Source: an optimization exercise on an open RTL-to-GDS flow (aim: small area, a short achievable clock period and few clock cycles per item). Production flows keep margins and buffers that such runs may drop. The RTL was checked by simulation tests, not by an equivalence proof against the original design.

--- config.mk ---
export PLATFORM = sky130hd
export DESIGN_NAME = muldiv_unit
export DESIGN_NICKNAME = muldiv_unit
export VERILOG_FILES = /design/flow/design.v
export SDC_FILE = /design/flow/constraint.sdc
export NUM_CORES = 4
export LEC_CHECK = 0
export CAP_MARGIN = 20
export CORE_MARGIN = 2
export CORE_UTILIZATION = 40
export SLEW_MARGIN = 20
--- constraint.sdc ---
create_clock -name core_clock -period 12.0 [get_ports {clk}]
set_input_delay 2.4000 -clock core_clock [delete_from_list [all_inputs] [get_ports {clk}]]
set_output_delay 2.4000 -clock core_clock [all_outputs]
set_load 0.01 [all_outputs]
--- design.v ---
module muldiv_unit #(
  parameter int XLEN = 32
) (
  input  logic            clk,
  input  logic            rst,
  input  logic            start,
  input  logic            flush,
  input  logic [2:0]      funct3,
  input  logic [XLEN-1:0] op_a,
  input  logic [XLEN-1:0] op_b,
  output logic            busy,
  output logic            done,
  output logic [XLEN-1:0] result,
  output logic            illegal
);
  localparam logic [1:0] S_IDLE = 2'd0;
  localparam logic [1:0] S_MUL  = 2'd1;
  localparam logic [1:0] S_DIV  = 2'd2;
  localparam logic [1:0] S_DONE = 2'd3;
  logic [1:0]               state;
  logic                     accept;
  logic                     illegal_r;
  logic [XLEN-1:0]          result_r;
  logic [1:0]               f3_p0;
  logic [XLEN-1:0]          a_p0;
  logic [XLEN-1:0]          b_p0;
  logic signed [2*XLEN-1:0] mul_a;
  logic signed [2*XLEN-1:0] mul_b;
  logic signed [2*XLEN-1:0] prod;
  logic [XLEN-1:0]          mul_res;
  assign busy        = (state == S_MUL) || (state == S_DIV);
  assign accept      = start && !busy && !flush;
  assign done    = (state == S_DONE);
  assign illegal = illegal_r;
  assign result  = result_r;
  always_ff @(posedge clk) begin
    if (accept) begin
      f3_p0 <= funct3[1:0];
      a_p0  <= op_a;
      b_p0  <= op_b;
    end
  end
  always_comb begin
    mul_a   = {{XLEN{a_p0[XLEN-1] & (f3_p0 != 2'b11)}}, a_p0};
    mul_b   = {{XLEN{b_p0[XLEN-1] & !f3_p0[1]}}, b_p0};
    prod    = mul_a * mul_b;
    mul_res = (f3_p0 == 2'b00) ? prod[XLEN-1:0] : prod[2*XLEN-1:XLEN];
  end
  localparam int CNT_W = $clog2(XLEN + 1);
  function automatic logic [XLEN-1:0] apply_sign(input logic [XLEN-1:0] mag, input logic neg);
    apply_sign = neg ? -mag : mag;
  endfunction
  logic             div_sgn;
  logic             a_neg;
  logic             b_neg;
  logic             b_zero;
  logic             ovf;
  logic             spec;
  logic [XLEN-1:0]  spec_res;
  logic [XLEN-1:0]  rem_p1;
  logic [XLEN-1:0]  quo_p1;
  logic [XLEN-1:0]  dvs_p1;
  logic [CNT_W-1:0] cnt_p1;
  logic             spec_p1;
  logic             neg_q_p1;
  logic             neg_r_p1;
  logic [XLEN:0]    trial;
  logic             div_last;
  logic [XLEN-1:0]  div_res;
  always_comb begin
    div_sgn = !funct3[0];
    a_neg   = div_sgn & op_a[XLEN-1];
    b_neg   = div_sgn & op_b[XLEN-1];
    b_zero  = (op_b == '0);
    ovf     = div_sgn && (op_a == {1'b1, {(XLEN-1){1'b0}}}) && (&op_b);
    spec    = b_zero | ovf;
    if (funct3[1]) spec_res = b_zero ? op_a : '0;
    else               spec_res = b_zero ? '1 : op_a;
  end
  assign trial    = {rem_p1, quo_p1[XLEN-1]} - {1'b0, dvs_p1};
  assign div_last = spec_p1 || (cnt_p1 == CNT_W'(XLEN));
  always_comb begin
    if (spec_p1)       div_res = quo_p1;
    else if (f3_p0[1]) div_res = apply_sign(rem_p1, neg_r_p1);
    else               div_res = apply_sign(quo_p1, neg_q_p1);
  end
  always_ff @(posedge clk) begin
    if (accept) begin
      rem_p1   <= '0;
      quo_p1   <= spec ? spec_res : apply_sign(op_a, a_neg);
      dvs_p1   <= apply_sign(op_b, b_neg);
      cnt_p1   <= '0;
      spec_p1  <= spec;
      neg_q_p1 <= a_neg ^ b_neg;
      neg_r_p1 <= a_neg;
    end else if (state == S_DIV && !div_last) begin
      rem_p1 <= trial[XLEN] ? {rem_p1[XLEN-2:0], quo_p1[XLEN-1]} : trial[XLEN-1:0];
      quo_p1 <= {quo_p1[XLEN-2:0], !trial[XLEN]};
      cnt_p1 <= cnt_p1 + CNT_W'(1);
    end
  end
  always_ff @(posedge clk) begin
    if (rst) begin
      state     <= S_IDLE;
      illegal_r <= 1'b0;
      result_r  <= '0;
    end else begin
      illegal_r <= 1'b0;
      if (flush) begin
        state <= S_IDLE;
      end else begin
        case (state)
          S_MUL: begin
            state    <= S_DONE;
            result_r <= mul_res;
          end
          S_DIV: begin
            if (div_last) begin
              state    <= S_DONE;
              result_r <= div_res;
            end
          end
          default: begin
            if (!accept) begin
              state <= S_IDLE;
            end else if (!funct3[2]) begin
              state <= S_MUL;
            end else begin
              state <= S_DIV;
            end
          end
        endcase
      end
    end
  end
endmodule
--- run.sh ---
#!/bin/bash
# synth_recipe.tcl (not shown) runs the flow's synth.tcl, then flattens the netlist and writes it again
# the make line also repeats each setting of config.mk as NAME=value (left out here)
make -C /OpenROAD-flow-scripts/flow DESIGN_CONFIG=/design/flow/config.mk WORK_HOME=/design/flow/orfs CLKGATE_MAP_FILE= SYNTH_SCRIPT=/design/flow/synth_recipe.tcl finish
==> results.cfg <==
[place]
io_buffers = 104
dpl.cell_count = 7150
dpl.hpwl_um = 119000
gp_congestion = 0.939

[floorplan]
io_pins = 106
core_area_um2 = 126000
fp.dieH_um = 360
die_area_um2 = 130000
row_count = 130
start_util_pct = 40.3
die_w_um = 360

[synth]
ys_ff_latch = 204
ys_types = 74
synth-simple-area-share_pct = 15.5
synth-async-reset-ratio_pct = 0
yosys_warnings = 1
postSynthCellCount = 5615
synth-compound-area-share_pct = 8.32
synthAdderAreaFrac_pct = 50.7
synth_top_family_by_area = adder cells
postSynthAreaPerCell_um2 = 9.03
synthMuxAreaShare_pct = 0.839
syn_nets = 7065
ys.flop_type = edfxtp_1
synth_enable_flop_cells = 132
syn_area_um2 = 50700
synth_xor_xnor_area_share_pct = 2.82
seq_area_frac_synth_pct = 10.7

[clocking]
cts.path.max_buffers = 3
cts_tree = done
clkLatencyLatePin_ns = 0.56
cts_root_buffer = clkbuf_16
cts_setup_buffers = 0
cts.clk_slew.worst_paths_ns = 0.06
numCtsBuffers = 26
cts_hold_buf = 0
cts-resized-gates = 0
ctsHtreeMaxLevel = 1
cts.sinks = 204

[global_route]
grt_max_degree = 69
first_global_vias = 40800
grt_usage_pct = 23.2
grt_pass1_wl_um = 236000
grt_overflow_total = 0
antenna_found_initial = 8

[drt]
drtIter0Drc = 2799
ant_nets = 0
routedWlPerCell_um = 20.4
route.vias.total = 38700
drcViolationCount = 0
post_drt_via_cell_ratio = 5.38
firstDrtPassIters = 6
totalWireLength_um = 147000

[timing]
max-slew-margin-rel_pct = 32.7
maxSlewViolCount = 0
fin_skew_ns = 0.0234
tightest_slew_ns = 1.01
final.period_utilization_pct = 79.8
whs_ns = 0.499
rsz0062_at_grt = false
hold_viol = 0
setup_viol = 0
fmax_mhz = 104
setup_tns_ns = 0
fin_crit_ns = 9.58

[setup_path]
worstSetupEndpointType = flip-flop
cp.required_ns = 12.44
regToRegStartpoint = f3_p0[0]
reg2regPathDepth = 26
r2r_slack_ns = 2.42
r2r-end = result_r[30]
start_kind = flip-flop
crit_fanout = 25
crit_arrival_ns = 10.02
timing_worst_setup_path_type = reg -> reg

[final_layout]
layout.nets = 6979
final_util_pct = 43.0
area_growth_pct = 6.73
drive_gt1_share_pct = 2.88
layoutNonFillerInstCount = 7201

[flow_run]
maxCapViolations = 0

[min_path]
min_path_cells = 2
hold_class = reg -> reg
worstHoldStart = result_r[19]
min_to = result_r[19]

[status]
outcome = complete, no violations
cell type report:
cell class              instances  area, µm²
flip-flops and latches        204       5410
repair buffers                195       1730
clock inverters                11        108
fillers                     12300      71600
inverters                    1160       4360
diodes                          3       7.51
multi-input cells            3942      39700
clock buffers                  36        729
well taps                    1650       2060
through the flow:
step | setup slack [ns] | cell area, µm²
3_5_place_dp | 2.39 | 53200
6_report | 2.42 | 54100
2_1_floorplan | 2.95 | 50700
5_1_grt | 1.94 | 54100
4_1_cts | 2.37 | 54100
3_3_place_gp | 2.53 | 53200
worst max-delay path by stage:
stage,startpoint,end,cells after the start
2_1_floorplan,f3_p0[1],result_r[29],31
3_3_place_gp,a_p0[31],result_r[30],29
3_5_place_dp,a_p0[31],result_r[29],29
4_1_cts,a_p0[31],result_r[29],29
5_1_grt,f3_p0[0],result_r[29],26
6_report,f3_p0[0],result_r[30],26
metal layers:
layer / vias up / GRT usage (%) / wire length (µm)
li1: 17000 / - / -
met1: 20100 / 31.7 / 61900
met2: 1341 / 39.5 / 70900
met3: 259 / 1.69 / 8620
met4: 2 / 6.63 / 5240
met5: - / 0 / 12
flip-flops by register name, summed over array words and instances (netlist names):
signal,cells
b_p0,32
rem_p1,32
neg_r_p1,1
state,2
quo_p1,32
spec_p1,1
neg_q_p1,1
f3_p0,2
result_r,32
a_p0,32
dvs_p1,31
cnt_p1,6
critical path, stage by stage, from the launching register on:
cell and delay (ns):
edfxtp_1 0.45, a21boi_2 0.39, buf_4 0.37, nand2_1 0.21, fa_1 0.75, fa_1 0.57, fa_1 0.59, fa_1 0.56
inv_1 0.47, fa_1 0.53, fa_1 0.50, fa_1 0.50, inv_1 0.05, fa_1 0.47, inv_1 0.04, ha_1 0.43
nand4_1 0.18, nor4_1 0.30, o21ai_0 0.30, nor2_1 0.16, o21ai_0 0.26, and3_1 0.31, o21ai_0 0.33, a311o_1 0.25
xnor2_1 0.15, a221oi_1 0.13, a21o_1 0.20
logic make-up (layout without fill, tap and decap cells):
logic type,count (synthesis),after routing
AO/OA/AOI/OAI,665,665
XOR/XNOR,163,163
adder cells (fa/ha/maj),1379,1379
buffers and inverters,1469,1402
flip-flops,204,204
multiplexers,42,42
other,1,4
AND/OR/NAND/NOR,1692,1692
Yosys cell counts (all sizes together) (5+ instances only):
| cell | count | share of area, % |
|---|---|---|
| a32o | 6 | 0.12 |
| nor4 | 15 | 0.19 |
| fa | 1126 | 44 |
| xor2 | 58 | 1.0 |
| edfxtp | 132 | 7.8 |
| buf | 16 | 0.22 |
| or2 | 16 | 0.20 |
| clkbuf | 293 | 2.3 |
| o21bai | 10 | 0.15 |
| and3 | 18 | 0.22 |
| nand4 | 33 | 0.41 |
| o221ai | 18 | 0.31 |
| a211o | 5 | 0.086 |
| o21ai | 152 | 1.5 |
| nor2b | 21 | 0.26 |
| nand2b | 22 | 0.27 |
| a221oi | 11 | 0.19 |
| inv | 1160 | 8.6 |
| mux2i | 38 | 0.75 |
| a31oi | 26 | 0.32 |
| or4 | 17 | 0.25 |
| nand3 | 38 | 0.38 |
| o31ai | 33 | 0.49 |
| or3 | 35 | 0.43 |
| a2111oi | 9 | 0.16 |
| ha | 253 | 6.2 |
| a211oi | 35 | 0.52 |
| nand2 | 837 | 6.2 |
| a21oi | 192 | 1.9 |
| nor2 | 216 | 1.6 |
| o21a | 14 | 0.21 |
| o32ai | 9 | 0.16 |
| and2 | 366 | 4.5 |
| o211ai | 17 | 0.25 |
| xnor2 | 105 | 1.8 |
| a21o | 41 | 0.61 |
| o41ai | 11 | 0.19 |
| o22ai | 33 | 0.41 |
| dfxtp | 72 | 2.8 |
| o2111ai | 5 | 0.086 |
| nor3 | 50 | 0.49 |
cells in the final DEF (no fill, tap or decap), drive strengths merged, types with 41 or more instances in the layout:
master	n
fa	1126
clkdlybuf4s50	104
dfxtp	72
and2	366
nand2	837
nor3	50
o21ai	152
edfxtp	132
ha	253
nor2	216
xor2	58
inv	1161
xnor2	105
a21oi	192
a21o	41
buf	91
Testbench counts, summed over its fixed seeds: cycles 144,488, ops 8,000.

==> afterwards: timing with drivers on the ports <==
Ports are ideal in the flow. The routed layout listed here was re-timed in OpenROAD. Step 1, drivers: a clkbuf_16 drives clk and a buf_2 each remaining input, both assumed. Step 2 adds t to the input delays and takes it off the output delays; t is the mean of the earliest and latest rising clock arrival at the registers after step 1. Input paths then give back, and output paths get back, about the clock's delay inside the block. a / b / c = no drivers / after step 1 / after step 2; a / b = the first two.
t, ns: 0.588
setup slack, ns: 2.419 / 2.419 / 2.419
worst register clock-pin slew, ns: 0.07 / 0.07
pins driven straight from the clock port: 1
After both steps setup and hold are still met in this run. The setup slack of this run moves by 0.000 ns with the drivers and by 0.000 ns with both steps.
